Source: an optimization exercise on an open RTL-to-GDS flow (aim: small area and a short achievable clock period). Production flows keep margins and buffers that such runs may drop. At most, simulation tests tie the RTL to the original design; equivalence was not proved. Power and IR drop assume default switching activity.

==> job 1791 <==
==> flow/design.v (excerpt) <==
module rng_readout #(
    parameter  int DATA_W = 512,
    parameter  int SEG_W  = 8,
    parameter  int DEPTH  = 4,
    localparam int NSEG   = DATA_W / SEG_W,
    localparam int IW     = (NSEG > 1) ? $clog2(NSEG) : 1,
    localparam int CW     = $clog2(DEPTH + 1)
) (
    input  logic              clk,
    input  logic              rst_n,
    input  logic              in_valid,
    input  logic [DATA_W-1:0] in_data,
    input  logic              next_seg,
    input  logic              clear_ovf,
    output logic [SEG_W-1:0]  out_seg,
    output logic [IW-1:0]     seg_idx,
    output logic              word_avail,
    output logic [CW-1:0]     count,
    output logic              full,
    output logic              overflow
);
    localparam logic [CW-1:0] c_depth    = CW'(DEPTH);
    localparam logic [IW-1:0] c_last_seg = IW'(NSEG - 1);
    logic              r_valid_q;
    logic [DEPTH-1:0]  r_wr_oh;      
    logic [DEPTH-1:0]  r_rd_oh;      
    logic [DEPTH-1:0]  r_rsel;       
    logic [CW-1:0]     r_count;
    logic              r_full;
    logic              r_avail;
    logic              r_ovf;
    logic [IW-1:0]     r_seg_idx;
    logic [SEG_W-1:0]  r_out_seg;
    logic [DATA_W-1:0] r_mem [DEPTH];
    logic              w_capture, w_last, w_adv, w_pop, w_push, w_drop;
    logic [CW-1:0]     w_count_nxt;
    logic [DEPTH-1:0]  w_rd_oh_nxt;
    assign w_capture = in_valid & ~r_valid_q;
    assign w_last    = (r_seg_idx == c_last_seg);
    assign w_adv     = r_avail & next_seg;
    assign w_pop     = w_adv & w_last;
    assign w_push    = w_capture & (~r_full | w_pop);
    assign w_drop    = w_capture & r_full & ~w_pop;
    always_comb begin
        w_count_nxt = r_count;
        case ({w_push, w_pop})
            2'b10:   w_count_nxt = r_count + CW'(1);
  ...
==> module rng_readout, before the edit <==
module rng_readout #(
    parameter  int DATA_W = 512,
    parameter  int SEG_W  = 8,
    parameter  int DEPTH  = 4,
    localparam int NSEG   = DATA_W / SEG_W,
    localparam int IW     = (NSEG > 1) ? $clog2(NSEG) : 1,
    localparam int CW     = $clog2(DEPTH + 1)
) (
    input  logic              clk,
    input  logic              rst_n,
    input  logic              in_valid,
    input  logic [DATA_W-1:0] in_data,
    input  logic              next_seg,
    input  logic              clear_ovf,
    output logic [SEG_W-1:0]  out_seg,
    output logic [IW-1:0]     seg_idx,
    output logic              word_avail,
    output logic [CW-1:0]     count,
    output logic              full,
    output logic              overflow
);
    localparam logic [CW-1:0] c_depth    = CW'(DEPTH);
    localparam logic [IW-1:0] c_last_seg = IW'(NSEG - 1);
    logic              r_valid_q;
    logic [DEPTH-1:0]  r_wr_oh;      
    logic [DEPTH-1:0]  r_rd_oh;      
    logic [DEPTH-1:0]  r_rsel;       
    logic [CW-1:0]     r_count;
    logic              r_full;
    logic              r_avail;
    logic              r_ovf;
    logic [IW-1:0]     r_seg_idx;
    logic [SEG_W-1:0]  r_out_seg;
    logic [DATA_W-1:0] r_mem [DEPTH];
    logic              w_capture, w_last, w_adv, w_pop, w_push, w_drop;
    logic [CW-1:0]     w_count_nxt;
    logic [DEPTH-1:0]  w_rd_oh_nxt;
    assign w_capture = in_valid & ~r_valid_q;
    assign w_last    = (r_seg_idx == c_last_seg);
    assign w_adv     = r_avail & next_seg;
    assign w_pop     = w_adv & w_last;
    assign w_push    = w_capture & (~r_full | w_pop);
    assign w_drop    = w_capture & r_full & ~w_pop;
    always_comb begin
        w_count_nxt = r_count;
        case ({w_push, w_pop})
            2'b10:   w_count_nxt = r_count + CW'(1);
            2'b01:   w_count_nxt = r_count - CW'(1);
            default: w_count_nxt = r_count;
        endcase
    end
    assign w_rd_oh_nxt = w_pop ? {r_rd_oh[DEPTH-2:0], r_rd_oh[DEPTH-1]} : r_rd_oh;
    always_ff @(posedge clk or negedge rst_n) begin
        if (!rst_n) begin
            r_valid_q <= 1'b0;
            r_wr_oh   <= DEPTH'(1);
            r_rd_oh   <= DEPTH'(1);
            r_rsel    <= '0;
            r_count   <= '0;
            r_full    <= 1'b0;
            r_avail   <= 1'b0;
            r_ovf     <= 1'b0;
            r_seg_idx <= '0;
            r_out_seg <= '0;
        end else begin
            r_valid_q <= in_valid;
            r_count   <= w_count_nxt;
            r_full    <= (w_count_nxt == c_depth);
            r_avail   <= (w_count_nxt != '0);
            if (w_push) r_wr_oh <= {r_wr_oh[DEPTH-2:0], r_wr_oh[DEPTH-1]};
            r_rd_oh   <= w_rd_oh_nxt;
            r_rsel    <= (w_count_nxt != '0) ? w_rd_oh_nxt : '0;
            if (w_pop) begin
                r_seg_idx <= '0;
            end else if (w_adv) begin
                r_seg_idx <= r_seg_idx + IW'(1);
            end
            if (w_drop) begin
                r_ovf <= 1'b1;
            end else if (clear_ovf) begin
                r_ovf <= 1'b0;
            end
            r_out_seg <= w_sel;
        end
    end
    logic [DEPTH-1:0] w_wen_lo, w_wen_hi;
    assign w_wen_lo = r_wr_oh & {DEPTH{~r_full | w_last}};
    assign w_wen_hi = r_wr_oh & {DEPTH{~r_full | w_pop}};
    generate
        for (genvar w = 0; w < DEPTH; w++) begin : g_slot
            always_ff @(posedge clk) begin
                if (w_wen_lo[w]) r_mem[w][DATA_W-SEG_W-1:0] <= in_data[DATA_W-SEG_W-1:0];
                if (w_wen_hi[w]) r_mem[w][DATA_W-1:DATA_W-SEG_W] <= in_data[DATA_W-1:DATA_W-SEG_W];
            end
        end
    endgenerate
    logic [NSEG-1:0]  w_seg_oh;
    logic [SEG_W-1:0] w_word_sel [DEPTH];
    logic [SEG_W-1:0] w_sel;
    always_comb begin
        for (int s = 0; s < NSEG; s++) w_seg_oh[s] = (r_seg_idx == IW'(s));
    end
    always_comb begin
        for (int w = 0; w < DEPTH; w++) begin
            w_word_sel[w] = '0;
            for (int s = 0; s < NSEG; s++)
                w_word_sel[w] = w_word_sel[w] | (r_mem[w][s*SEG_W +: SEG_W] & {SEG_W{w_seg_oh[s]}});
        end
        w_sel = '0;
        for (int w = 0; w < DEPTH; w++)
            w_sel = w_sel | (w_word_sel[w] & {SEG_W{r_rsel[w]}});
    end
    assign out_seg    = r_out_seg;
    assign seg_idx    = r_seg_idx;
    assign word_avail = r_avail;
    assign count      = r_count;
    assign full       = r_full;
    assign overflow   = r_ovf;
endmodule
Settings: LEC_CHECK=0, CAP_MARGIN=20, CORE_MARGIN=2, CORE_UTILIZATION=45, SLEW_MARGIN=20; clock period 5.0 ns.
run.sh (not shown) runs the stock make flow with config.mk's settings and CLKGATE_MAP_FILE= SYNTH_SCRIPT=/design/flow/synth_recipe.tcl, a recipe that flattens the netlist after the stock synthesis.
==> inputs of job 2795, as changes to job 1791 <==
==> flow/design.v (replaced) <==
`default_nettype none
module rng_readout #(
    parameter  int DATA_W = 512,
    parameter  int SEG_W  = 8,
    parameter  int DEPTH  = 4,
    localparam int NSEG   = DATA_W / SEG_W,
    localparam int IW     = (NSEG > 1) ? $clog2(NSEG) : 1,
    localparam int CW     = $clog2(DEPTH + 1)
) (
    input  logic              clk,
    input  logic              rst_n,
    input  logic              in_valid,
    input  logic [DATA_W-1:0] in_data,
    input  logic              next_seg,
    input  logic              clear_ovf,
    output logic [SEG_W-1:0]  out_seg,
    output logic [IW-1:0]     seg_idx,
    output logic              word_avail,
    output logic [CW-1:0]     count,
    output logic              full,
    output logic              overflow
);
    logic              r_valid_q;
    logic [DEPTH:0]    r_cnt_oh;     
    logic [DEPTH-1:0]  r_wr_oh;      
    logic [DEPTH-1:0]  r_rd_oh;      
    logic [DEPTH-1:0]  r_rsel;       
    logic [NSEG-1:0]   r_seg_oh;     
    logic [DEPTH-1:0]  r_wfree;      
    logic [DEPTH-1:0]  r_wlast;      
    logic [DEPTH-1:0]  r_wen_lo;     
    logic [DATA_W-1:0] r_mem [DEPTH];
    logic [CW-1:0]     r_count;
    logic              r_full;
    logic              r_avail;
    logic              r_ovf;
    logic [IW-1:0]     r_seg_idx;
    logic [SEG_W-1:0]  r_out_seg;
    logic w_empty, w_isfull, w_last;
    logic w_capture, w_adv, w_pop, w_push, w_drop;
    logic [DEPTH:0]   w_cnt_nxt;
    logic [DEPTH-1:0] w_wr_nxt, w_rd_nxt;
    logic [NSEG-1:0]  w_seg_nxt;
    logic [SEG_W-1:0] w_sel;
    assign w_empty   = r_cnt_oh[0];
    assign w_isfull  = r_cnt_oh[DEPTH];
    assign w_last    = r_seg_oh[NSEG-1];
    assign w_capture = in_valid & ~r_valid_q;
    assign w_adv     = ~w_empty & next_seg;
    assign w_pop     = w_adv & w_last;
    assign w_push    = w_capture & (~w_isfull | w_pop);
    assign w_drop    = w_capture & w_isfull & ~w_pop;
    always_comb begin
        case ({w_push, w_pop})
            2'b10:   w_cnt_nxt = {r_cnt_oh[DEPTH-1:0], 1'b0};
            2'b01:   w_cnt_nxt = {1'b0, r_cnt_oh[DEPTH:1]};
            default: w_cnt_nxt = r_cnt_oh;
        endcase
    end
    assign w_wr_nxt  = w_push ? {r_wr_oh[DEPTH-2:0], r_wr_oh[DEPTH-1]} : r_wr_oh;
    assign w_rd_nxt  = w_pop  ? {r_rd_oh[DEPTH-2:0], r_rd_oh[DEPTH-1]} : r_rd_oh;
    assign w_seg_nxt = w_pop ? NSEG'(1)
                     : w_adv ? {r_seg_oh[NSEG-2:0], r_seg_oh[NSEG-1]}
                     : r_seg_oh;
    always_ff @(posedge clk or negedge rst_n) begin
        if (!rst_n) begin
            r_valid_q <= 1'b0;
            r_cnt_oh  <= (DEPTH+1)'(1);
            r_wr_oh   <= DEPTH'(1);
            r_rd_oh   <= DEPTH'(1);
            r_rsel    <= '0;
            r_seg_oh  <= NSEG'(1);
            r_wfree   <= DEPTH'(1);
            r_wlast   <= '0;
            r_wen_lo  <= DEPTH'(1);
        end else begin
            r_valid_q <= in_valid;
            r_cnt_oh  <= w_cnt_nxt;
            r_wr_oh   <= w_wr_nxt;
            r_rd_oh   <= w_rd_nxt;
            r_rsel    <= w_cnt_nxt[0] ? '0 : w_rd_nxt;
            r_seg_oh  <= w_seg_nxt;
            r_wfree   <= w_cnt_nxt[DEPTH] ? '0 : w_wr_nxt;
            r_wlast   <= (w_cnt_nxt[DEPTH] & w_seg_nxt[NSEG-1]) ? w_wr_nxt : '0;
            r_wen_lo  <= (~w_cnt_nxt[DEPTH] | w_seg_nxt[NSEG-1]) ? w_wr_nxt : '0;
        end
    end
    always_ff @(posedge clk or negedge rst_n) begin
        if (!rst_n) begin
            r_count   <= '0;
            r_full    <= 1'b0;
            r_avail   <= 1'b0;
            r_ovf     <= 1'b0;
            r_seg_idx <= '0;
            r_out_seg <= '0;
        end else begin
            r_count   <= CW'(w_cnt_nxt[1]) | CW'(2 * w_cnt_nxt[2]) | CW'(3 * w_cnt_nxt[3])
                       | CW'(4 * w_cnt_nxt[4]);
            r_full    <= w_cnt_nxt[DEPTH];
            r_avail   <= ~w_cnt_nxt[0];
            if (w_pop) begin
                r_seg_idx <= '0;
            end else if (w_adv) begin
                r_seg_idx <= r_seg_idx + IW'(1);
            end
            if (w_drop) begin
                r_ovf <= 1'b1;
            end else if (clear_ovf) begin
                r_ovf <= 1'b0;
            end
            r_out_seg <= w_sel;
        end
    end
    logic [DEPTH-1:0] w_wen_hi;
    assign w_wen_hi = r_wfree | (r_wlast & {DEPTH{next_seg}});
    generate
        for (genvar w = 0; w < DEPTH; w++) begin : g_slot
            always_ff @(posedge clk) begin
                if (r_wen_lo[w]) r_mem[w][DATA_W-SEG_W-1:0] <= in_data[DATA_W-SEG_W-1:0];
                if (w_wen_hi[w]) r_mem[w][DATA_W-1:DATA_W-SEG_W] <= in_data[DATA_W-1:DATA_W-SEG_W];
            end
        end
    endgenerate
    logic [SEG_W-1:0] w_word_sel [DEPTH];
    always_comb begin
        for (int w = 0; w < DEPTH; w++) begin
            w_word_sel[w] = '0;
            for (int s = 0; s < NSEG; s++)
                w_word_sel[w] = w_word_sel[w] | (r_mem[w][s*SEG_W +: SEG_W] & {SEG_W{r_seg_oh[s]}});
        end
        w_sel = '0;
        for (int w = 0; w < DEPTH; w++)
            w_sel = w_sel | (w_word_sel[w] & {SEG_W{r_rsel[w]}});
    end
    assign out_seg    = r_out_seg;
    assign seg_idx    = r_seg_idx;
    assign word_avail = r_avail;
    assign count      = r_count;
    assign full       = r_full;
    assign overflow   = r_ovf;
endmodule
`default_nettype wire
CORE_UTILIZATION = 60   (was 45)
SETUP_SLACK_MARGIN = 2.3   (was not set)
==> summary of the runs <==
- Job 2795 finished clean. Job 1791 finished clean.
- Against job 1791, the clock skew of job 2795 is lower by 0.024 ns.
- In job 2795 the wire length is lower than in job 1791, by about 33%.
- Of job 2795 and job 1791, job 2795 has the higher worst setup slack (gap 1.3 ns).
- In job 1791 the critical path depth is higher than in job 2795, by 4.
- Against job 2795, the sequential power of job 1791 is lower by about 4%.
- Core utilization: job 2795 is higher than job 1791 (18 points).
- Of job 1791 and job 2795, job 2795 has the higher register-to-register slack (gap 1.3 ns).
- In job 2795 the design area is larger than in job 1791, by about 2%.
==> figures <==
metric                                                            job 2795        job 1791
Run status                                                  finished clean  finished clean
Internal Pwr Total                                                0.0308 W        0.0293 W
Data required time of the critical path                            5.70 ns         5.68 ns
Sequential fraction of the synthesis area                            83.1%           82.3%
Area occupied by multi-input gates                               13600 um2       12700 um2
Die width                                                           363 um          414 um
Worst rel slew slack                                                 27.7%           16.7%
Post-Synth Adder-Cell Area                                         0.0485%          0.109%
Worst slack, placed                                                1.05 ns        0.571 ns
Wire length of the first global-routing pass                        303 mm          425 mm
Share of final layout cell area taken by non-clock buffers           7.39%           8.21%
Proportion of layout cells with a drive suffix above 1               15.0%           12.2%
Final worst path period need                                       3.14 ns         4.45 ns
Non-clock inverter instance count of the final layout                   10              11
Met2 usage in global routing                                         51.3%           56.7%
Vert. Die Dim                                                       363 um          414 um
Area fraction of the dominant cell type after synthesis              79.5%           81.2%
Function not checked in job 2795: the RTL went through the layout flow alone.

==> v2 <==
rng_readout, a different RTL version from the one above (not shown whole).
==> flow/design.v (excerpt) <==
module rng_readout #(
    parameter  int DATA_W = 512,
    parameter  int SEG_W  = 8,
    parameter  int DEPTH  = 4,
    localparam int NSEG   = DATA_W / SEG_W,
    localparam int IW     = (NSEG > 1) ? $clog2(NSEG) : 1,
    localparam int CW     = $clog2(DEPTH + 1)
) (
    input  logic              clk,
    input  logic              rst_n,
    input  logic              in_valid,
    input  logic [DATA_W-1:0] in_data,
    input  logic              next_seg,
    input  logic              clear_ovf,
    output logic [SEG_W-1:0]  out_seg,
    output logic [IW-1:0]     seg_idx,
    output logic              word_avail,
    output logic [CW-1:0]     count,
    output logic              full,
    output logic              overflow
);
clock: 5.0 ns
lec_check: 0
cap_margin: 20
core_margin: 2
core_utilization: 60
cts_cluster_diameter: 100
cts_cluster_size: 30
setup_slack_margin: 2.7
slew_margin: 20
synth_hierarchical: 1
synth_minimum_keep_size: 0
standard.sh (not shown) runs the stock make flow with config.mk's settings and CLKGATE_MAP_FILE= SYNTH_SCRIPT=/design/flow/synth_recipe.tcl, a recipe that flattens the netlist after the stock synthesis.
==> flow/flow/run.sh <==
#!/bin/bash
set -euo pipefail
export BUFFER_PORTS_ARGS="-buffer_cell sky130_fd_sc_hd__buf_1"
bash standard.sh finish > standard_flow.log 2>&1
==> v27 (differences from v2) <==
--- a/flow/design.v
+++ b/flow/design.v
@@ -57,35 +57,36 @@
             default: w_cnt_nxt = r_cnt_oh;
         endcase
     end
     assign w_wr_nxt  = w_push ? {r_wr_oh[DEPTH-2:0], r_wr_oh[DEPTH-1]} : r_wr_oh;
     assign w_rd_nxt  = w_pop  ? {r_rd_oh[DEPTH-2:0], r_rd_oh[DEPTH-1]} : r_rd_oh;
-    assign w_seg_nxt = w_pop ? NSEG'(1)
+    assign w_seg_nxt = (w_empty | w_pop) ? NSEG'(1)
                      : w_adv ? {r_seg_oh[NSEG-2:0], r_seg_oh[NSEG-1]}
                      : r_seg_oh;
     always_ff @(posedge clk or negedge rst_n) begin
         if (!rst_n) begin
             r_valid_q <= 1'b0;
             r_cnt_oh  <= (DEPTH+1)'(1);
             r_wr_oh   <= DEPTH'(1);
             r_rd_oh   <= DEPTH'(1);
             r_rsel    <= '0;
-            r_seg_oh  <= NSEG'(1);
             r_wfree   <= DEPTH'(1);
             r_wlast   <= '0;
             r_wen_lo  <= DEPTH'(1);
         end else begin
             r_valid_q <= in_valid;
             r_cnt_oh  <= w_cnt_nxt;
             r_wr_oh   <= w_wr_nxt;
             r_rd_oh   <= w_rd_nxt;
             r_rsel    <= w_cnt_nxt[0] ? '0 : w_rd_nxt;
-            r_seg_oh  <= w_seg_nxt;
             r_wfree   <= w_cnt_nxt[DEPTH] ? '0 : w_wr_nxt;
             r_wlast   <= (w_cnt_nxt[DEPTH] & w_seg_nxt[NSEG-1]) ? w_wr_nxt : '0;
             r_wen_lo  <= (~w_cnt_nxt[DEPTH] | w_seg_nxt[NSEG-1]) ? w_wr_nxt : '0;
         end
+    end
+    always_ff @(posedge clk) begin
+        r_seg_oh <= w_seg_nxt;
     end
     always_ff @(posedge clk or negedge rst_n) begin
         if (!rst_n) begin
             r_count   <= '0;
             r_full    <= 1'b0;
@@ -123,27 +124,30 @@
     endgenerate
     logic [SEG_W-1:0] w_hit_n [DEPTH];
     generate
         for (genvar w = 0; w < DEPTH; w++) begin : g_rw
             for (genvar b = 0; b < SEG_W; b++) begin : g_rb
-                logic [NSEG/8-1:0] l2;
-                logic [NSEG/16-1:0] l3;
-                logic [NSEG/32-1:0] l4;
-                for (genvar q = 0; q < NSEG/8; q++) begin : g_l2
-                    logic [7:0] d;
-                    for (genvar k = 0; k < 8; k++) begin : g_d
-                        assign d[k] = r_mem[w][(8*q+k)*SEG_W + b];
-                    end
-                    rng_readout_ao8 u_c (.s(r_seg_oh[8*q +: 8]), .d(d), .y(l2[q]));
+                logic [20:0] m;
+                logic [6:0]  p;
+                logic [2:0]  n;
+                logic        hit;
+                for (genvar i = 0; i < 21; i++) begin : g_m
+                    rng_readout_aoi222 u_c (
+                        .a0(r_seg_oh[3*i]),   .b0(r_mem[w][(3*i)*SEG_W + b]),
+                        .a1(r_seg_oh[3*i+1]), .b1(r_mem[w][(3*i+1)*SEG_W + b]),
+                        .a2(r_seg_oh[3*i+2]), .b2(r_mem[w][(3*i+2)*SEG_W + b]),
+                        .y(m[i]));
                 end
-                for (genvar r = 0; r < NSEG/16; r++) begin : g_l3
-                    rng_readout_nor2 u_c (.a(l2[2*r]), .b(l2[2*r+1]), .y(l3[r]));
+                for (genvar j = 0; j < 7; j++) begin : g_p
+                    rng_readout_nand3 u_c (.a(m[3*j]), .b(m[3*j+1]), .c(m[3*j+2]), .y(p[j]));
                 end
-                for (genvar u = 0; u < NSEG/32; u++) begin : g_l4
-                    rng_readout_nand2 u_c (.a(l3[2*u]), .b(l3[2*u+1]), .y(l4[u]));
-                end
-                rng_readout_oai21 u_top (.a0(l4[0]), .a1(l4[1]), .b(r_rsel[w]), .y(w_hit_n[w][b]));
+                rng_readout_nor3 u_n0 (.a(p[0]), .b(p[1]), .c(p[2]), .y(n[0]));
+                rng_readout_nor3 u_n1 (.a(p[3]), .b(p[4]), .c(p[5]), .y(n[1]));
+                rng_readout_aoi21 u_n2 (.a0(r_seg_oh[63]), .a1(r_mem[w][63*SEG_W + b]), .b(p[6]),
+                                        .y(n[2]));
+                rng_readout_nand3 u_h (.a(n[0]), .b(n[1]), .c(n[2]), .y(hit));
+                rng_readout_nand2 u_s (.a(hit), .b(r_rsel[w]), .y(w_hit_n[w][b]));
             end
         end
         for (genvar b = 0; b < SEG_W; b++) begin : g_ob
             rng_readout_nand4 u_c (.a(w_hit_n[0][b]), .b(w_hit_n[1][b]), .c(w_hit_n[2][b]),
                                    .d(w_hit_n[3][b]), .y(w_sel[b]));
@@ -155,20 +159,23 @@
     assign count      = r_count;
     assign full       = r_full;
     assign overflow   = r_ovf;
 endmodule
 `default_nettype wire
-module rng_readout_ao8 (input wire [7:0] s, input wire [7:0] d, output wire y);
-    assign y = |(s & d);
+module rng_readout_aoi222 (input wire a0, b0, a1, b1, a2, b2, output wire y);
+    assign y = ~((a0 & b0) | (a1 & b1) | (a2 & b2));
 endmodule
-module rng_readout_oai21 (input wire a0, a1, b, output wire y);
-    assign y = ~((a0 | a1) & b);
+module rng_readout_aoi21 (input wire a0, a1, b, output wire y);
+    assign y = ~((a0 & a1) | b);
 endmodule
 module rng_readout_nand4 (input wire a, b, c, d, output wire y);
     assign y = ~(a & b & c & d);
 endmodule
+module rng_readout_nand3 (input wire a, b, c, output wire y);
+    assign y = ~(a & b & c);
+endmodule
 module rng_readout_nand2 (input wire a, b, output wire y);
     assign y = ~(a & b);
 endmodule
-module rng_readout_nor2 (input wire a, b, output wire y);
-    assign y = ~(a | b);
+module rng_readout_nor3 (input wire a, b, c, output wire y);
+    assign y = ~(a | b | c);
 endmodule
--- a/flow/config.mk
+++ b/flow/config.mk
@@ -5,12 +5,12 @@
 export SDC_FILE = /design/flow/constraint.sdc
 export NUM_CORES = 4
 export LEC_CHECK = 0
 export CAP_MARGIN = 20
 export CORE_MARGIN = 2
-export CORE_UTILIZATION = 60
+export CORE_UTILIZATION = 70
 export CTS_CLUSTER_DIAMETER = 100
 export CTS_CLUSTER_SIZE = 30
-export SETUP_SLACK_MARGIN = 2.7
+export SETUP_SLACK_MARGIN = 2.8
 export SLEW_MARGIN = 20
 export SYNTH_HIERARCHICAL = 1
 export SYNTH_MINIMUM_KEEP_SIZE = 0
==> v24 (differences from v2) <==
--- a/flow/design.v
+++ b/flow/design.v
@@ -57,35 +57,36 @@
             default: w_cnt_nxt = r_cnt_oh;
         endcase
     end
     assign w_wr_nxt  = w_push ? {r_wr_oh[DEPTH-2:0], r_wr_oh[DEPTH-1]} : r_wr_oh;
     assign w_rd_nxt  = w_pop  ? {r_rd_oh[DEPTH-2:0], r_rd_oh[DEPTH-1]} : r_rd_oh;
-    assign w_seg_nxt = w_pop ? NSEG'(1)
+    assign w_seg_nxt = (w_empty | w_pop) ? NSEG'(1)
                      : w_adv ? {r_seg_oh[NSEG-2:0], r_seg_oh[NSEG-1]}
                      : r_seg_oh;
     always_ff @(posedge clk or negedge rst_n) begin
         if (!rst_n) begin
             r_valid_q <= 1'b0;
             r_cnt_oh  <= (DEPTH+1)'(1);
             r_wr_oh   <= DEPTH'(1);
             r_rd_oh   <= DEPTH'(1);
             r_rsel    <= '0;
-            r_seg_oh  <= NSEG'(1);
             r_wfree   <= DEPTH'(1);
             r_wlast   <= '0;
             r_wen_lo  <= DEPTH'(1);
         end else begin
             r_valid_q <= in_valid;
             r_cnt_oh  <= w_cnt_nxt;
             r_wr_oh   <= w_wr_nxt;
             r_rd_oh   <= w_rd_nxt;
             r_rsel    <= w_cnt_nxt[0] ? '0 : w_rd_nxt;
-            r_seg_oh  <= w_seg_nxt;
             r_wfree   <= w_cnt_nxt[DEPTH] ? '0 : w_wr_nxt;
             r_wlast   <= (w_cnt_nxt[DEPTH] & w_seg_nxt[NSEG-1]) ? w_wr_nxt : '0;
             r_wen_lo  <= (~w_cnt_nxt[DEPTH] | w_seg_nxt[NSEG-1]) ? w_wr_nxt : '0;
         end
+    end
+    always_ff @(posedge clk) begin
+        r_seg_oh <= w_seg_nxt;
     end
     always_ff @(posedge clk or negedge rst_n) begin
         if (!rst_n) begin
             r_count   <= '0;
             r_full    <= 1'b0;
--- a/flow/config.mk
+++ b/flow/config.mk
@@ -5,12 +5,12 @@
 export SDC_FILE = /design/flow/constraint.sdc
 export NUM_CORES = 4
 export LEC_CHECK = 0
 export CAP_MARGIN = 20
 export CORE_MARGIN = 2
-export CORE_UTILIZATION = 60
+export CORE_UTILIZATION = 70
 export CTS_CLUSTER_DIAMETER = 100
 export CTS_CLUSTER_SIZE = 30
-export SETUP_SLACK_MARGIN = 2.7
+export SETUP_SLACK_MARGIN = 2.8
 export SLEW_MARGIN = 20
 export SYNTH_HIERARCHICAL = 1
 export SYNTH_MINIMUM_KEEP_SIZE = 0
==> v33 (differences from v2) <==
--- a/flow/design.v
+++ b/flow/design.v
@@ -22,11 +22,11 @@
 );
     logic              r_valid_q;
     logic [DEPTH:0]    r_cnt_oh;     
     logic [DEPTH-1:0]  r_wr_oh;      
     logic [DEPTH-1:0]  r_rd_oh;      
-    logic [DEPTH-1:0]  r_rsel;       
+    logic [DEPTH-1:0]  r_rsel_n;     
     logic [NSEG-1:0]   r_seg_oh;     
     logic [DEPTH-1:0]  r_wfree;      
     logic [DEPTH-1:0]  r_wlast;      
     logic [DEPTH-1:0]  r_wen_lo;     
     logic [DATA_W-1:0] r_mem [DEPTH];
@@ -66,21 +66,21 @@
         if (!rst_n) begin
             r_valid_q <= 1'b0;
             r_cnt_oh  <= (DEPTH+1)'(1);
             r_wr_oh   <= DEPTH'(1);
             r_rd_oh   <= DEPTH'(1);
-            r_rsel    <= '0;
+            r_rsel_n  <= '1;
             r_seg_oh  <= NSEG'(1);
             r_wfree   <= DEPTH'(1);
             r_wlast   <= '0;
             r_wen_lo  <= DEPTH'(1);
         end else begin
             r_valid_q <= in_valid;
             r_cnt_oh  <= w_cnt_nxt;
             r_wr_oh   <= w_wr_nxt;
             r_rd_oh   <= w_rd_nxt;
-            r_rsel    <= w_cnt_nxt[0] ? '0 : w_rd_nxt;
+            r_rsel_n  <= w_cnt_nxt[0] ? '1 : ~w_rd_nxt;
             r_seg_oh  <= w_seg_nxt;
             r_wfree   <= w_cnt_nxt[DEPTH] ? '0 : w_wr_nxt;
             r_wlast   <= (w_cnt_nxt[DEPTH] & w_seg_nxt[NSEG-1]) ? w_wr_nxt : '0;
             r_wen_lo  <= (~w_cnt_nxt[DEPTH] | w_seg_nxt[NSEG-1]) ? w_wr_nxt : '0;
         end
@@ -139,16 +139,20 @@
                     rng_readout_nor2 u_c (.a(l2[2*r]), .b(l2[2*r+1]), .y(l3[r]));
                 end
                 for (genvar u = 0; u < NSEG/32; u++) begin : g_l4
                     rng_readout_nand2 u_c (.a(l3[2*u]), .b(l3[2*u+1]), .y(l4[u]));
                 end
-                rng_readout_oai21 u_top (.a0(l4[0]), .a1(l4[1]), .b(r_rsel[w]), .y(w_hit_n[w][b]));
+                rng_readout_nor2 u_top (.a(l4[0]), .b(l4[1]), .y(w_hit_n[w][b]));
             end
         end
         for (genvar b = 0; b < SEG_W; b++) begin : g_ob
-            rng_readout_nand4 u_c (.a(w_hit_n[0][b]), .b(w_hit_n[1][b]), .c(w_hit_n[2][b]),
-                                   .d(w_hit_n[3][b]), .y(w_sel[b]));
+            logic p01, p23;
+            rng_readout_oai22 u_a (.a0(r_rsel_n[0]), .b0(w_hit_n[0][b]),
+                                   .a1(r_rsel_n[1]), .b1(w_hit_n[1][b]), .y(p01));
+            rng_readout_oai22 u_b (.a0(r_rsel_n[2]), .b0(w_hit_n[2][b]),
+                                   .a1(r_rsel_n[3]), .b1(w_hit_n[3][b]), .y(p23));
+            assign w_sel[b] = p01 | p23;
         end
     endgenerate
     assign out_seg    = r_out_seg;
     assign seg_idx    = r_seg_idx;
     assign word_avail = r_avail;
@@ -158,15 +162,12 @@
 endmodule
 `default_nettype wire
 module rng_readout_ao8 (input wire [7:0] s, input wire [7:0] d, output wire y);
     assign y = |(s & d);
 endmodule
-module rng_readout_oai21 (input wire a0, a1, b, output wire y);
-    assign y = ~((a0 | a1) & b);
-endmodule
-module rng_readout_nand4 (input wire a, b, c, d, output wire y);
-    assign y = ~(a & b & c & d);
+module rng_readout_oai22 (input wire a0, b0, a1, b1, output wire y);
+    assign y = ~((a0 | b0) & (a1 | b1));
 endmodule
 module rng_readout_nand2 (input wire a, b, output wire y);
     assign y = ~(a & b);
 endmodule
 module rng_readout_nor2 (input wire a, b, output wire y);
==> flow/run.sh (new file) <==
#!/bin/bash
# synth_recipe.tcl (not shown) runs the flow's synth.tcl, then flattens the netlist and writes it again
# the make line also repeats each setting of config.mk as NAME=value (left out here)
make -C /OpenROAD-flow-scripts/flow DESIGN_CONFIG=/design/flow/config.mk WORK_HOME=/design/flow/orfs CLKGATE_MAP_FILE= SYNTH_SCRIPT=/design/flow/synth_recipe.tcl finish
--- a/flow/config.mk
+++ b/flow/config.mk
@@ -6,11 +6,9 @@
 export NUM_CORES = 4
 export LEC_CHECK = 0
 export CAP_MARGIN = 20
 export CORE_MARGIN = 2
 export CORE_UTILIZATION = 60
-export CTS_CLUSTER_DIAMETER = 100
-export CTS_CLUSTER_SIZE = 30
-export SETUP_SLACK_MARGIN = 2.7
+export SETUP_SLACK_MARGIN = 2.3
 export SLEW_MARGIN = 20
 export SYNTH_HIERARCHICAL = 1
 export SYNTH_MINIMUM_KEEP_SIZE = 0
removed: flow/flow/run.sh
removed: flow/standard.sh
==> results.toml <==
[layout]
regArea_mm2 = 0.0641
design_area_mm2 = 0.0827
finalNetCount = 4768

[grt]
track_usage_pct = 33.9

[die]
fp.dieH_um = 330
die_w_um = 330

[yosys]
synth_xor_area_share_pct = 0.0235
ys_seq_area_share_pct = 85.8

[detailed_routing]
wl_met1_um = 67200

[status]
status = "no timing/DRC/antenna violations"

[worst_setup_path]
endpoint = "full"

[power_and_ir_drop]
power.total_mw = 28.5

[clocking]
clk_pin_slew_worst_paths_ps = 110
The numbers above come from v27.

==> results.toml <==
[sta]
timing.fmax_ghz = 0.375
finalHoldViolCount = 0

[status]
status = "no timing/DRC/antenna violations"

[layout]
regArea_mm2 = 0.0644
design_area_mm2 = 0.0912
fin_util_pct = 72.5

[power_and_ir_drop]
power.total_mw = 52.0
comb_power_share_pct = 17.4

[worst_setup_path]
slowest_delay_ps = 490
cp-start-kind = "register"
endpoint = "out_seg[7]"

[yosys]
ys_seq_area_share_pct = 84.3
synth_xor_area_share_pct = 0.0115

[clocking]
clk_pin_slew_worst_paths_ps = 60

[grt]
grt_pass1_vias = 42365
track_usage_pct = 30.4

[die]
die_w_um = 361
fp.dieH_um = 361

[detailed_routing]
vias = 42777
The numbers above come from v33.

==> results.toml <==
[layout]
design_area_mm2 = 0.0831
regArea_mm2 = 0.0640
finalNetCount = 5207

[worst_setup_path]
endpoint = "out_seg[7]"

[grt]
track_usage_pct = 33.2

[yosys]
synthTopCellsByCount = "edfxtp_1, a22oi_1, nand4_1, nand2_1, nor2_1"
ys_seq_area_share_pct = 84.5
muxShareOfSynthArea_pct = 0.0661
synth_xor_area_share_pct = 0.0231

[place]
placed_area_mm2 = 0.0803
io_buffers = 536

[status]
status = "no timing/DRC/antenna violations"

[die]
fp.dieH_um = 333
start_util_pct = 70.6

[power_and_ir_drop]
power.total_mw = 28.5

[detailed_routing]
wl_met1_um = 69900

[clocking]
clk_pin_slew_worst_paths_ps = 120
The numbers above come from v24.

==> results.toml <==
[yosys]
ys_seq_area_share_pct = 84.3
synth_xor_area_share_pct = 0.0115

[status]
status = "no timing/DRC/antenna violations"

[layout]
design_area_mm2 = 0.0841
regArea_mm2 = 0.0644

[clocking]
clk_pin_slew_worst_paths_ps = 110
clock_latency_ps = 710
cts_num_sinks = 2160

[detailed_routing]
wl_met1_um = 78600

[grt]
track_usage_pct = 29.9

[worst_setup_path]
endpoint = "out_seg[5]"

[die]
die_w_um = 361
The numbers above come from v2.

static timing again, ports no longer ideal:
How much do the figures lean on ideal ports? The routed layouts below were timed once more, with nothing changed but the port constraints. Step 1, drivers: a clkbuf_16 drives clk and a buf_2 each remaining input, both assumed. Step 2 also shifts input and output timing later by t, the mid clock arrival at the registers, as if the neighbouring blocks saw the same clock. a / b / c = ideal ports / drivers / drivers and shift; a / b = the first two.
run	t, ns	slack for setup (ns)	hold slack, ns	slew at the worst register clock pin (ns)	cell pins on the clock port's net
job 1791	0.932	0.550 / 0.550 / 0.550	0.230 / 0.166 / 0.523	0.07 / 0.07	1
job 2795	0.897	1.862 / 1.862 / 1.776	0.213 / 0.172 / 0.485	0.07 / 0.07	1
v2	0.776	2.606 / 2.528 / 2.049	0.339 / 0.415 / 0.492	0.12 / 0.12	1
v27	0.770	2.691 / 2.617 / 2.205	0.416 / 0.364 / 0.473	0.12 / 0.12	1
v24	0.774	2.619 / 2.545 / 2.236	0.399 / 0.388 / 0.473	0.12 / 0.12	1
v33	0.890	2.332 / 2.246 / 1.786	0.189 / 0.184 / 0.489	0.07 / 0.07	1
After both steps every run listed still meets setup and hold. The setup slack of v2, which loses most, moves by -0.078 ns with the drivers and by -0.557 ns with both steps.
